What follows belongs to an exercise in optimizing a design on an open flow for small area, a short achievable clock period and few clock cycles; a production flow would make more cautious choices.
RTL that was checked went through simulation tests only; none was proved equivalent to the original.

==> umber: inputs <==
Design conv2d_stream, start of the top module:
module conv2d_stream
#(
    parameter int DW     = conv_pkg::DEF_DW,
    parameter int MAXDIM = conv_pkg::DEF_MAXDIM,
    parameter int MAXK   = conv_pkg::DEF_MAXK,
    parameter int DIMW   = $clog2(MAXDIM),
    parameter int KW     = $clog2(MAXK),
    parameter int AW     = 2*DW + 2*KW
) (
    input  logic            clk,
    input  logic            rstN,
    input  logic            start,
    input  logic [DIMW-1:0] inRow,
    input  logic [DIMW-1:0] inCol,
    input  logic [KW-1:0]   kerRow,
    input  logic [KW-1:0]   kerCol,
    input  logic            stride,
    input  logic [DW-1:0]   inData,
    input  logic            inValid,
    output logic            inReady,
    output logic [AW-1:0]   outMatrix,
    output logic            outValid,
    input  logic            outReady,
    output logic            busy,
    output logic            done,
    output logic            err
);
export LEC_CHECK = 0
export CAP_MARGIN = 20
export CORE_MARGIN = 2
export CORE_UTILIZATION = 40
export SLEW_MARGIN = 20
export SYNTH_HIERARCHICAL = 1
export SYNTH_MINIMUM_KEEP_SIZE = 0
create_clock -name core_clock -period 11.0 [get_ports {clk}]
run.sh (not shown) runs the stock make flow with config.mk's settings and CLKGATE_MAP_FILE= SYNTH_SCRIPT=/design/flow/synth_recipe.tcl, a recipe that flattens the netlist after the stock synthesis.
==> yarrow (differences from umber) <==
--- a/flow/design.v
+++ b/flow/design.v
@@ -5826,25 +5826,26 @@
 );
     localparam int NP = 1 + conv_pkg::MAC_CUTS;
     localparam int NQ = NP + 2;
     logic [DIMW-1:0] inRow_q, inCol_q;
     logic [KW-1:0]   kerRow_q, kerCol_q;
     logic            stride_q;
     logic            busy_q;
+    logic            busyN_q, inRdyN_q, ovN_q, doneN_q;
     always_ff @(posedge clk) begin
-        if (!busy_q) begin
+        if (busyN_q) begin
             inRow_q  <= inRow;
             inCol_q  <= inCol;
             kerRow_q <= kerRow;
             kerCol_q <= kerCol;
             stride_q <= stride;
         end
     end
     logic accept, legal;
-    assign accept = start && !busy_q;
+    assign accept = start && busyN_q;
     assign legal  = (kerRow <= inRow) && (kerCol <= inCol);
     logic [DIMW-1:0] lastOR_q, lastOC_q;
     logic [DIMW-1:0] diffR, diffC;
     assign diffR = inRow_q - DIMW'(kerRow_q);
     assign diffC = inCol_q - DIMW'(kerCol_q);
     always_ff @(posedge clk) begin
         lastOR_q <= stride_q ? (diffR >> 1) : diffR;
@@ -5860,46 +5861,47 @@
     logic            lastc_q, lastr_q, bub_q;
     logic            lastc_d, lastr_d, bub_d, rdy_d;
     logic            iss_q, iss_d, arrSh_q, arrSh_d;
     logic [NP-1:0]   vp_q, lp_q;
     logic [AW-1:0]   O_q;
     logic            ovQ, olastQ, pop;
     logic [2:0]      cnt_q, cnt_d;
+    logic            room;
     logic xfer, imgX, kerX, lastImg, lastKer;
     logic issue, rowEnd;
-    assign xfer    = inValid && inReady_q;
+    assign xfer    = inValid && !inRdyN_q;
     assign imgX    = xfer && phImg_q;
     assign kerX    = xfer && !phImg_q;
     assign lastImg = (icol_q == inCol_q) && (irow_q == inRow_q);
     assign lastKer = (kcol_q == kerCol_q) && (krow_q == kerRow_q);
     assign issue  = iss_q;
     assign rowEnd = issue && lastc_q && !lastr_q;
     always_comb begin
-        busy_d    = busy_q;
-        inReady_d = inReady_q;
+        busy_d    = !busyN_q;
+        inReady_d = !inRdyN_q;
         phImg_d   = phImg_q;
         phComp_d  = phComp_q;
         icol_d    = icol_q;
         irow_d    = irow_q;
         kcol_d    = kcol_q;
         krow_d    = krow_q;
         ocol_d    = ocol_q;
         orow_d    = orow_q;
         base_d    = base_q;
         lastc_d   = lastc_q;
         lastr_d   = lastr_q;
-        if (!busy_q) begin
+        if (busyN_q) begin
             busy_d    = accept && legal;
             inReady_d = accept && legal;
             phImg_d   = accept && legal;
             icol_d    = '0;
             irow_d    = '0;
             kcol_d    = '0;
             krow_d    = '0;
-        end else if (done_q) begin
+        end else if (!doneN_q) begin
             busy_d = 1'b0;
         end
         if (imgX) begin
             if (icol_q == inCol_q) begin
                 icol_d = '0;
                 irow_d = irow_q + 1'b1;
             end else begin
@@ -5947,24 +5949,27 @@
             end else begin
                 ocol_d  = ocol_q + 1'b1;
                 base_d  = base_q + (stride_q ? 4'd2 : 4'd1);
                 lastc_d = ((ocol_q + 1'b1) == lastOC_q);
             end
         end
         rdy_d = phComp_d && !bub_d && !shupL_d && (align_d == '0);
-        iss_d = rdy_d && (cnt_d < 3'(NQ));
+        iss_d = rdy_d && room;
         arrSh_d = shupL_d || bub_d || (iss_d && lastc_d && !lastr_d);
     end
     always_ff @(posedge clk or negedge rstN) begin
         if (!rstN) begin
             busy_q    <= 1'b0;
             inReady_q <= 1'b0;
+            busyN_q   <= 1'b1;
+            inRdyN_q  <= 1'b1;
             phImg_q   <= 1'b0;
             phComp_q  <= 1'b0;
             done_q    <= 1'b0;
+            doneN_q   <= 1'b1;
             err_q     <= 1'b0;
             icol_q    <= '0;
             irow_q    <= '0;
             kcol_q    <= '0;
             krow_q    <= '0;
             align_q   <= '0;
             shupL_q   <= 1'b0;
@@ -5975,17 +5980,20 @@
             lastr_q   <= 1'b0;
             bub_q     <= 1'b0;
             iss_q     <= 1'b0;
             arrSh_q   <= 1'b0;
         end else begin
             busy_q    <= busy_d;
             inReady_q <= inReady_d;
+            busyN_q   <= !busy_d;
+            inRdyN_q  <= !inReady_d;
             phImg_q   <= phImg_d;
             phComp_q  <= phComp_d;
             done_q    <= pop && olastQ;
+            doneN_q   <= !(pop && olastQ);
             err_q     <= accept && !legal;
             icol_q    <= icol_d;
             irow_q    <= irow_d;
             kcol_q    <= kcol_d;
             krow_q    <= krow_d;
             align_q   <= align_d;
             shupL_q   <= shupL_d;
@@ -6068,59 +6076,63 @@
     end
     conv_mac u_mac (
         .clk (clk),
         .a   (macA),
         .b   (macB),
         .sum (sum)
     );
-    logic [AW-1:0] qd_q [NQ-1];
-    logic          ql_q [NQ-1];
-    logic [2:0]    qw_q, qr_q, qn_q;
-    logic          vin, lin, takeO, qpop, qpush;
-    assign pop   = ovQ && outReady;
-    assign vin   = vp_q[NP-1];
-    assign lin   = lp_q[NP-1];
-    assign takeO = !ovQ || outReady;
-    assign qpop  = takeO && (qn_q != '0);
-    assign qpush = vin && !(takeO && (qn_q == '0));
-    assign cnt_d = cnt_q + 3'(issue) - 3'(pop);
+    logic [AW-1:0] qd_q [NQ];
+    logic          ql_q [NQ];
+    logic [2:0]    qw_q, qr_q, qn_q, qr1;
+    logic          vin, lin, left;
+    assign pop  = !ovN_q && outReady;
+    assign vin  = vp_q[NP-1];
+    assign lin  = lp_q[NP-1];
+    assign qr1  = (qr_q == 3'(NQ-1)) ? '0 : qr_q + 1'b1;
+    assign left = pop ? (qn_q > 3'd1) : (qn_q != '0);
+    logic [2:0] cntInc, cntDec;
+    logic       lt0, lt1;
+    assign cntInc = cnt_q + 1'b1;
+    assign cntDec = cnt_q - 1'b1;
+    assign lt0    = (cnt_q < 3'(NQ));
+    assign lt1    = (cnt_q < 3'(NQ-1));
+    always_comb begin
+        case ({issue, pop})
+            2'b10:   begin cnt_d = cntInc; room = lt1;  end
+            2'b01:   begin cnt_d = cntDec; room = 1'b1; end
+            default: begin cnt_d = cnt_q;  room = lt0;  end
+        endcase
+    end
     always_ff @(posedge clk or negedge rstN) begin
         if (!rstN) begin
             vp_q   <= '0;
             lp_q   <= '0;
             ovQ    <= 1'b0;
+            ovN_q  <= 1'b1;
             olastQ <= 1'b0;
             cnt_q  <= '0;
             qw_q   <= '0;
             qr_q   <= '0;
             qn_q   <= '0;
         end else begin
             vp_q   <= NP'({vp_q, issue});
             lp_q   <= NP'({lp_q, issue && lastc_q && lastr_q});
             cnt_q  <= cnt_d;
-            if (takeO) begin
-                if (qn_q != '0) begin
-                    ovQ    <= 1'b1;
-                    olastQ <= ql_q[qr_q];
-                end else begin
-                    ovQ    <= vin;
-                    olastQ <= lin;
-                end
-            end
-            if (qpush) qw_q <= (qw_q == 3'(NQ-2)) ? '0 : qw_q + 1'b1;
-            if (qpop)  qr_q <= (qr_q == 3'(NQ-2)) ? '0 : qr_q + 1'b1;
-            qn_q <= qn_q + 3'(qpush) - 3'(qpop);
+            ovQ    <= left || vin;
+            ovN_q  <= !(left || vin);
+            olastQ <= left ? (pop ? ql_q[qr1] : ql_q[qr_q]) : lin;
+            if (vin) qw_q <= (qw_q == 3'(NQ-1)) ? '0 : qw_q + 1'b1;
+            if (pop) qr_q <= qr1;
+            qn_q <= qn_q + 3'(vin) - 3'(pop);
         end
     end
     always_ff @(posedge clk) begin
-        if (takeO) begin
-            O_q <= (qn_q != '0) ? qd_q[qr_q] : sum;
-        end
-        for (int i = 0; i < NQ-1; i++) begin
-            if (qpush && (qw_q == 3'(i))) begin
+        O_q <= left ? (pop ? qd_q[qr1] : qd_q[qr_q]) : sum;
+        for (int i = 0; i < NQ; i++) begin
+            if (vin && (qw_q == 3'(i))) begin
                 qd_q[i] <= sum;
                 ql_q[i] <= lin;
             end
         end
     end
     assign inReady   = inReady_q;
     assign outMatrix = O_q;
==> flow/flow/run.sh (new file) <==
#!/bin/bash
# Own layout flow: the standard synthesis unchanged, then the standard
# ORFS layout with plain buffers on the ports (instead of delay cells) and a
# larger setup margin for the resizer's timing repair. Each call's full
# output goes to its own log in this folder; ORFS keeps per-step logs under
# orfs/logs.
set -euo pipefail
bash standard.sh synth > synth.log 2>&1
bash standard.sh \
    BUFFER_PORTS_ARGS="-buffer_cell sky130_fd_sc_hd__buf_4" \
    SETUP_SLACK_MARGIN=7.5 \
    finish > layout.log 2>&1
==> flow/standard.sh (new file) <==
#!/bin/bash
# synth_recipe.tcl (not shown) runs the flow's synth.tcl, then flattens the netlist and writes it again
# the make line also repeats each setting of config.mk as NAME=value (left out here)
make -C /OpenROAD-flow-scripts/flow DESIGN_CONFIG=/design/flow/config.mk WORK_HOME=/design/flow/orfs CLKGATE_MAP_FILE= SYNTH_SCRIPT=/design/flow/synth_recipe.tcl "${@:-finish}"
==> flow/config.mk (replaced) <==
export PLATFORM = sky130hd
export DESIGN_NAME = conv2d_stream
export DESIGN_NICKNAME = conv2d_stream
export VERILOG_FILES = /design/flow/design.v
export SDC_FILE = /design/flow/constraint.sdc
export NUM_CORES = 4
export LEC_CHECK = 0
export CAP_MARGIN = 20
export CORE_MARGIN = 2
export CORE_UTILIZATION = 60
export CTS_CLUSTER_DIAMETER = 70
export CTS_CLUSTER_SIZE = 35
export SLEW_MARGIN = 20
export SYNTH_HIERARCHICAL = 1
export SYNTH_MINIMUM_KEEP_SIZE = 0
removed: flow/run.sh
==> juniper (differences from umber) <==
--- a/flow/design.v
+++ b/flow/design.v
@@ -5826,25 +5826,26 @@
 );
     localparam int NP = 1 + conv_pkg::MAC_CUTS;
     localparam int NQ = NP + 2;
     logic [DIMW-1:0] inRow_q, inCol_q;
     logic [KW-1:0]   kerRow_q, kerCol_q;
     logic            stride_q;
     logic            busy_q;
+    logic            busyN_q, inRdyN_q, ovN_q;
     always_ff @(posedge clk) begin
-        if (!busy_q) begin
+        if (busyN_q) begin
             inRow_q  <= inRow;
             inCol_q  <= inCol;
             kerRow_q <= kerRow;
             kerCol_q <= kerCol;
             stride_q <= stride;
         end
     end
     logic accept, legal;
-    assign accept = start && !busy_q;
+    assign accept = start && busyN_q;
     assign legal  = (kerRow <= inRow) && (kerCol <= inCol);
     logic [DIMW-1:0] lastOR_q, lastOC_q;
     logic [DIMW-1:0] diffR, diffC;
     assign diffR = inRow_q - DIMW'(kerRow_q);
     assign diffC = inCol_q - DIMW'(kerCol_q);
     always_ff @(posedge clk) begin
         lastOR_q <= stride_q ? (diffR >> 1) : diffR;
@@ -5860,38 +5861,39 @@
     logic            lastc_q, lastr_q, bub_q;
     logic            lastc_d, lastr_d, bub_d, rdy_d;
     logic            iss_q, iss_d, arrSh_q, arrSh_d;
     logic [NP-1:0]   vp_q, lp_q;
     logic [AW-1:0]   O_q;
     logic            ovQ, olastQ, pop;
     logic [2:0]      cnt_q, cnt_d;
+    logic            room;
     logic xfer, imgX, kerX, lastImg, lastKer;
     logic issue, rowEnd;
-    assign xfer    = inValid && inReady_q;
+    assign xfer    = inValid && !inRdyN_q;
     assign imgX    = xfer && phImg_q;
     assign kerX    = xfer && !phImg_q;
     assign lastImg = (icol_q == inCol_q) && (irow_q == inRow_q);
     assign lastKer = (kcol_q == kerCol_q) && (krow_q == kerRow_q);
     assign issue  = iss_q;
     assign rowEnd = issue && lastc_q && !lastr_q;
     always_comb begin
-        busy_d    = busy_q;
-        inReady_d = inReady_q;
+        busy_d    = !busyN_q;
+        inReady_d = !inRdyN_q;
         phImg_d   = phImg_q;
         phComp_d  = phComp_q;
         icol_d    = icol_q;
         irow_d    = irow_q;
         kcol_d    = kcol_q;
         krow_d    = krow_q;
         ocol_d    = ocol_q;
         orow_d    = orow_q;
         base_d    = base_q;
         lastc_d   = lastc_q;
         lastr_d   = lastr_q;
-        if (!busy_q) begin
+        if (busyN_q) begin
             busy_d    = accept && legal;
             inReady_d = accept && legal;
             phImg_d   = accept && legal;
             icol_d    = '0;
             irow_d    = '0;
             kcol_d    = '0;
             krow_d    = '0;
@@ -5947,21 +5949,23 @@
             end else begin
                 ocol_d  = ocol_q + 1'b1;
                 base_d  = base_q + (stride_q ? 4'd2 : 4'd1);
                 lastc_d = ((ocol_q + 1'b1) == lastOC_q);
             end
         end
         rdy_d = phComp_d && !bub_d && !shupL_d && (align_d == '0);
-        iss_d = rdy_d && (cnt_d < 3'(NQ));
+        iss_d = rdy_d && room;
         arrSh_d = shupL_d || bub_d || (iss_d && lastc_d && !lastr_d);
     end
     always_ff @(posedge clk or negedge rstN) begin
         if (!rstN) begin
             busy_q    <= 1'b0;
             inReady_q <= 1'b0;
+            busyN_q   <= 1'b1;
+            inRdyN_q  <= 1'b1;
             phImg_q   <= 1'b0;
             phComp_q  <= 1'b0;
             done_q    <= 1'b0;
             err_q     <= 1'b0;
             icol_q    <= '0;
             irow_q    <= '0;
             kcol_q    <= '0;
@@ -5975,14 +5979,16 @@
             lastr_q   <= 1'b0;
             bub_q     <= 1'b0;
             iss_q     <= 1'b0;
             arrSh_q   <= 1'b0;
         end else begin
             busy_q    <= busy_d;
             inReady_q <= inReady_d;
+            busyN_q   <= !busy_d;
+            inRdyN_q  <= !inReady_d;
             phImg_q   <= phImg_d;
             phComp_q  <= phComp_d;
             done_q    <= pop && olastQ;
             err_q     <= accept && !legal;
             icol_q    <= icol_d;
             irow_q    <= irow_d;
             kcol_q    <= kcol_d;
@@ -6068,59 +6074,63 @@
     end
     conv_mac u_mac (
         .clk (clk),
         .a   (macA),
         .b   (macB),
         .sum (sum)
     );
-    logic [AW-1:0] qd_q [NQ-1];
-    logic          ql_q [NQ-1];
-    logic [2:0]    qw_q, qr_q, qn_q;
-    logic          vin, lin, takeO, qpop, qpush;
-    assign pop   = ovQ && outReady;
-    assign vin   = vp_q[NP-1];
-    assign lin   = lp_q[NP-1];
-    assign takeO = !ovQ || outReady;
-    assign qpop  = takeO && (qn_q != '0);
-    assign qpush = vin && !(takeO && (qn_q == '0));
-    assign cnt_d = cnt_q + 3'(issue) - 3'(pop);
+    logic [AW-1:0] qd_q [NQ];
+    logic          ql_q [NQ];
+    logic [2:0]    qw_q, qr_q, qn_q, qr1;
+    logic          vin, lin, left;
+    assign pop  = !ovN_q && outReady;
+    assign vin  = vp_q[NP-1];
+    assign lin  = lp_q[NP-1];
+    assign qr1  = (qr_q == 3'(NQ-1)) ? '0 : qr_q + 1'b1;
+    assign left = pop ? (qn_q > 3'd1) : (qn_q != '0);
+    logic [2:0] cntInc, cntDec;
+    logic       lt0, lt1;
+    assign cntInc = cnt_q + 1'b1;
+    assign cntDec = cnt_q - 1'b1;
+    assign lt0    = (cnt_q < 3'(NQ));
+    assign lt1    = (cnt_q < 3'(NQ-1));
+    always_comb begin
+        case ({issue, pop})
+            2'b10:   begin cnt_d = cntInc; room = lt1;  end
+            2'b01:   begin cnt_d = cntDec; room = 1'b1; end
+            default: begin cnt_d = cnt_q;  room = lt0;  end
+        endcase
+    end
     always_ff @(posedge clk or negedge rstN) begin
         if (!rstN) begin
             vp_q   <= '0;
             lp_q   <= '0;
             ovQ    <= 1'b0;
+            ovN_q  <= 1'b1;
             olastQ <= 1'b0;
             cnt_q  <= '0;
             qw_q   <= '0;
             qr_q   <= '0;
             qn_q   <= '0;
         end else begin
             vp_q   <= NP'({vp_q, issue});
             lp_q   <= NP'({lp_q, issue && lastc_q && lastr_q});
             cnt_q  <= cnt_d;
-            if (takeO) begin
-                if (qn_q != '0) begin
-                    ovQ    <= 1'b1;
-                    olastQ <= ql_q[qr_q];
-                end else begin
-                    ovQ    <= vin;
-                    olastQ <= lin;
-                end
-            end
-            if (qpush) qw_q <= (qw_q == 3'(NQ-2)) ? '0 : qw_q + 1'b1;
-            if (qpop)  qr_q <= (qr_q == 3'(NQ-2)) ? '0 : qr_q + 1'b1;
-            qn_q <= qn_q + 3'(qpush) - 3'(qpop);
+            ovQ    <= left || vin;
+            ovN_q  <= !(left || vin);
+            olastQ <= left ? (pop ? ql_q[qr1] : ql_q[qr_q]) : lin;
+            if (vin) qw_q <= (qw_q == 3'(NQ-1)) ? '0 : qw_q + 1'b1;
+            if (pop) qr_q <= qr1;
+            qn_q <= qn_q + 3'(vin) - 3'(pop);
         end
     end
     always_ff @(posedge clk) begin
-        if (takeO) begin
-            O_q <= (qn_q != '0) ? qd_q[qr_q] : sum;
-        end
-        for (int i = 0; i < NQ-1; i++) begin
-            if (qpush && (qw_q == 3'(i))) begin
+        O_q <= left ? (pop ? qd_q[qr1] : qd_q[qr_q]) : sum;
+        for (int i = 0; i < NQ; i++) begin
+            if (vin && (qw_q == 3'(i))) begin
                 qd_q[i] <= sum;
                 ql_q[i] <= lin;
             end
         end
     end
     assign inReady   = inReady_q;
     assign outMatrix = O_q;
==> flow/flow/run.sh (new file) <==
#!/bin/bash
# Own layout flow: the standard synthesis unchanged, then the standard
# ORFS layout with plain buffers on the ports (instead of delay cells) and a
# larger setup margin for the resizer's timing repair. Each call's full
# output goes to its own log in this folder; ORFS keeps per-step logs under
# orfs/logs.
set -euo pipefail
bash standard.sh synth > synth.log 2>&1
bash standard.sh \
    BUFFER_PORTS_ARGS="-buffer_cell sky130_fd_sc_hd__buf_4" \
    SETUP_SLACK_MARGIN=7.5 \
    finish > layout.log 2>&1
==> flow/standard.sh (new file) <==
#!/bin/bash
# synth_recipe.tcl (not shown) runs the flow's synth.tcl, then flattens the netlist and writes it again
# the make line also repeats each setting of config.mk as NAME=value (left out here)
make -C /OpenROAD-flow-scripts/flow DESIGN_CONFIG=/design/flow/config.mk WORK_HOME=/design/flow/orfs CLKGATE_MAP_FILE= SYNTH_SCRIPT=/design/flow/synth_recipe.tcl "${@:-finish}"
==> flow/config.mk (replaced) <==
export PLATFORM = sky130hd
export DESIGN_NAME = conv2d_stream
export DESIGN_NICKNAME = conv2d_stream
export VERILOG_FILES = /design/flow/design.v
export SDC_FILE = /design/flow/constraint.sdc
export NUM_CORES = 4
export LEC_CHECK = 0
export CAP_MARGIN = 20
export CORE_MARGIN = 2
export CORE_UTILIZATION = 60
export CTS_CLUSTER_DIAMETER = 60
export CTS_CLUSTER_SIZE = 30
export SLEW_MARGIN = 20
export SYNTH_HIERARCHICAL = 1
export SYNTH_MINIMUM_KEEP_SIZE = 0
removed: flow/run.sh
==> results.toml <==
[run_status]
status = "timing/DRC/antenna clean"

[synth]
synthMuxAreaShare_pct = 5.005
synth_area_um2 = 121300
ys_seq_area_share_pct = 67.21

[placement]
dp_hpwl_um = 205400

[drt]
wl_per_cell_um = 27.65

[layout]
multi_input_comb_area_um2 = 37390
multi_input_gates = 3675
final_layout_size_suffix_gt1_share_pct = 12.31
layout.cell_area.non_filler_um2 = 130600

[floorplanning]
fp.dieH_um = 453.7

[min_path]
hold_start = "u_mac.r2526"

[power]
the above is filed under yarrow

==> results.toml <==
[run_status]
status = "timing/DRC/antenna clean"

[layout]
final_layout_size_suffix_gt1_share_pct = 10.77
nonClkBufAreaFrac_pct = 0.8844
nNetsFinal = 8049
multi_input_comb_area_um2 = 36170
multi_input_gates = 3508
largestRegisters = "arr (2048), ker (128), tap_q (128)"
layout.cell_area.non_filler_um2 = 133500

[drt]
wl_per_cell_um = 25.44

[min_path]
hold_start = "u_mac.r2545"

[floorplanning]
fp.dieH_um = 550.2

[synth]
synthMuxAreaShare_pct = 4.749
synth_area_um2 = 119300

[timing]
drv_slew = 0
max_slew_margin_pct = 23.67

[global_routing]
grt_pass1_vias = 59530

[clock_network]
path_clk_slew_ns = 0.06

[placement]
dp_hpwl_um = 207700
the above is filed under umber

==> results.toml <==
[layout]
layout.cell_area.non_filler_um2 = 131800
final_layout_size_suffix_gt1_share_pct = 13.51
multi_input_comb_area_um2 = 37510
multi_input_gates = 3682

[synth]
ys_seq_area_share_pct = 67.18
synthMuxAreaShare_pct = 5.035
synth_area_um2 = 121400

[floorplanning]
fp.dieH_um = 453.8
pin_count = 51

[run_status]
status = "timing/DRC/antenna clean"

[placement]
dp_hpwl_um = 194600

[min_path]
hold_start = "u_mac.r2526"

[timing]
holdWs_ns = 0.3304
the above is filed under juniper

Testbench counts of umber, summed over its fixed seeds: cycles 15,401.
Testbench counts of yarrow, summed over its fixed seeds: cycles 15,401.
For juniper, only the layout was checked, not whether the RTL still works.

re-timing with driven ports:
Ports are ideal in the flow. The routed layouts listed here were re-timed in OpenROAD.
Step 1 sets driving cells, clkbuf_16 on the clock port and buf_2 on the other inputs (assumed; they add their load-dependent delay and slew).
Step 2 moves the port delays by t, midway between the first and last clock arrival at a register: inputs arrive t later, outputs are due t later. That takes back most of the time a late clock gives input paths.
Three values: ideal, step 1, step 2; two values: the first two.
run | shift t [ns] | setup slack, ns | hold WS [ns] | worst setup path at the end
umber | 0.962 | 6.814 / 6.722 / 5.952 | 0.326 / 0.326 / 0.326 | input to register
yarrow | 0.938 | 7.380 / 7.279 / 6.781 | 0.334 / 0.334 / 0.334 | input to register
juniper | 0.939 | 7.357 / 7.260 / 6.954 | 0.330 / 0.330 / 0.330 | input to register
After both steps every run listed still meets setup and hold. For umber, which loses most, drivers alone change the setup slack by -0.092 ns; drivers and shift together by -0.862 ns.
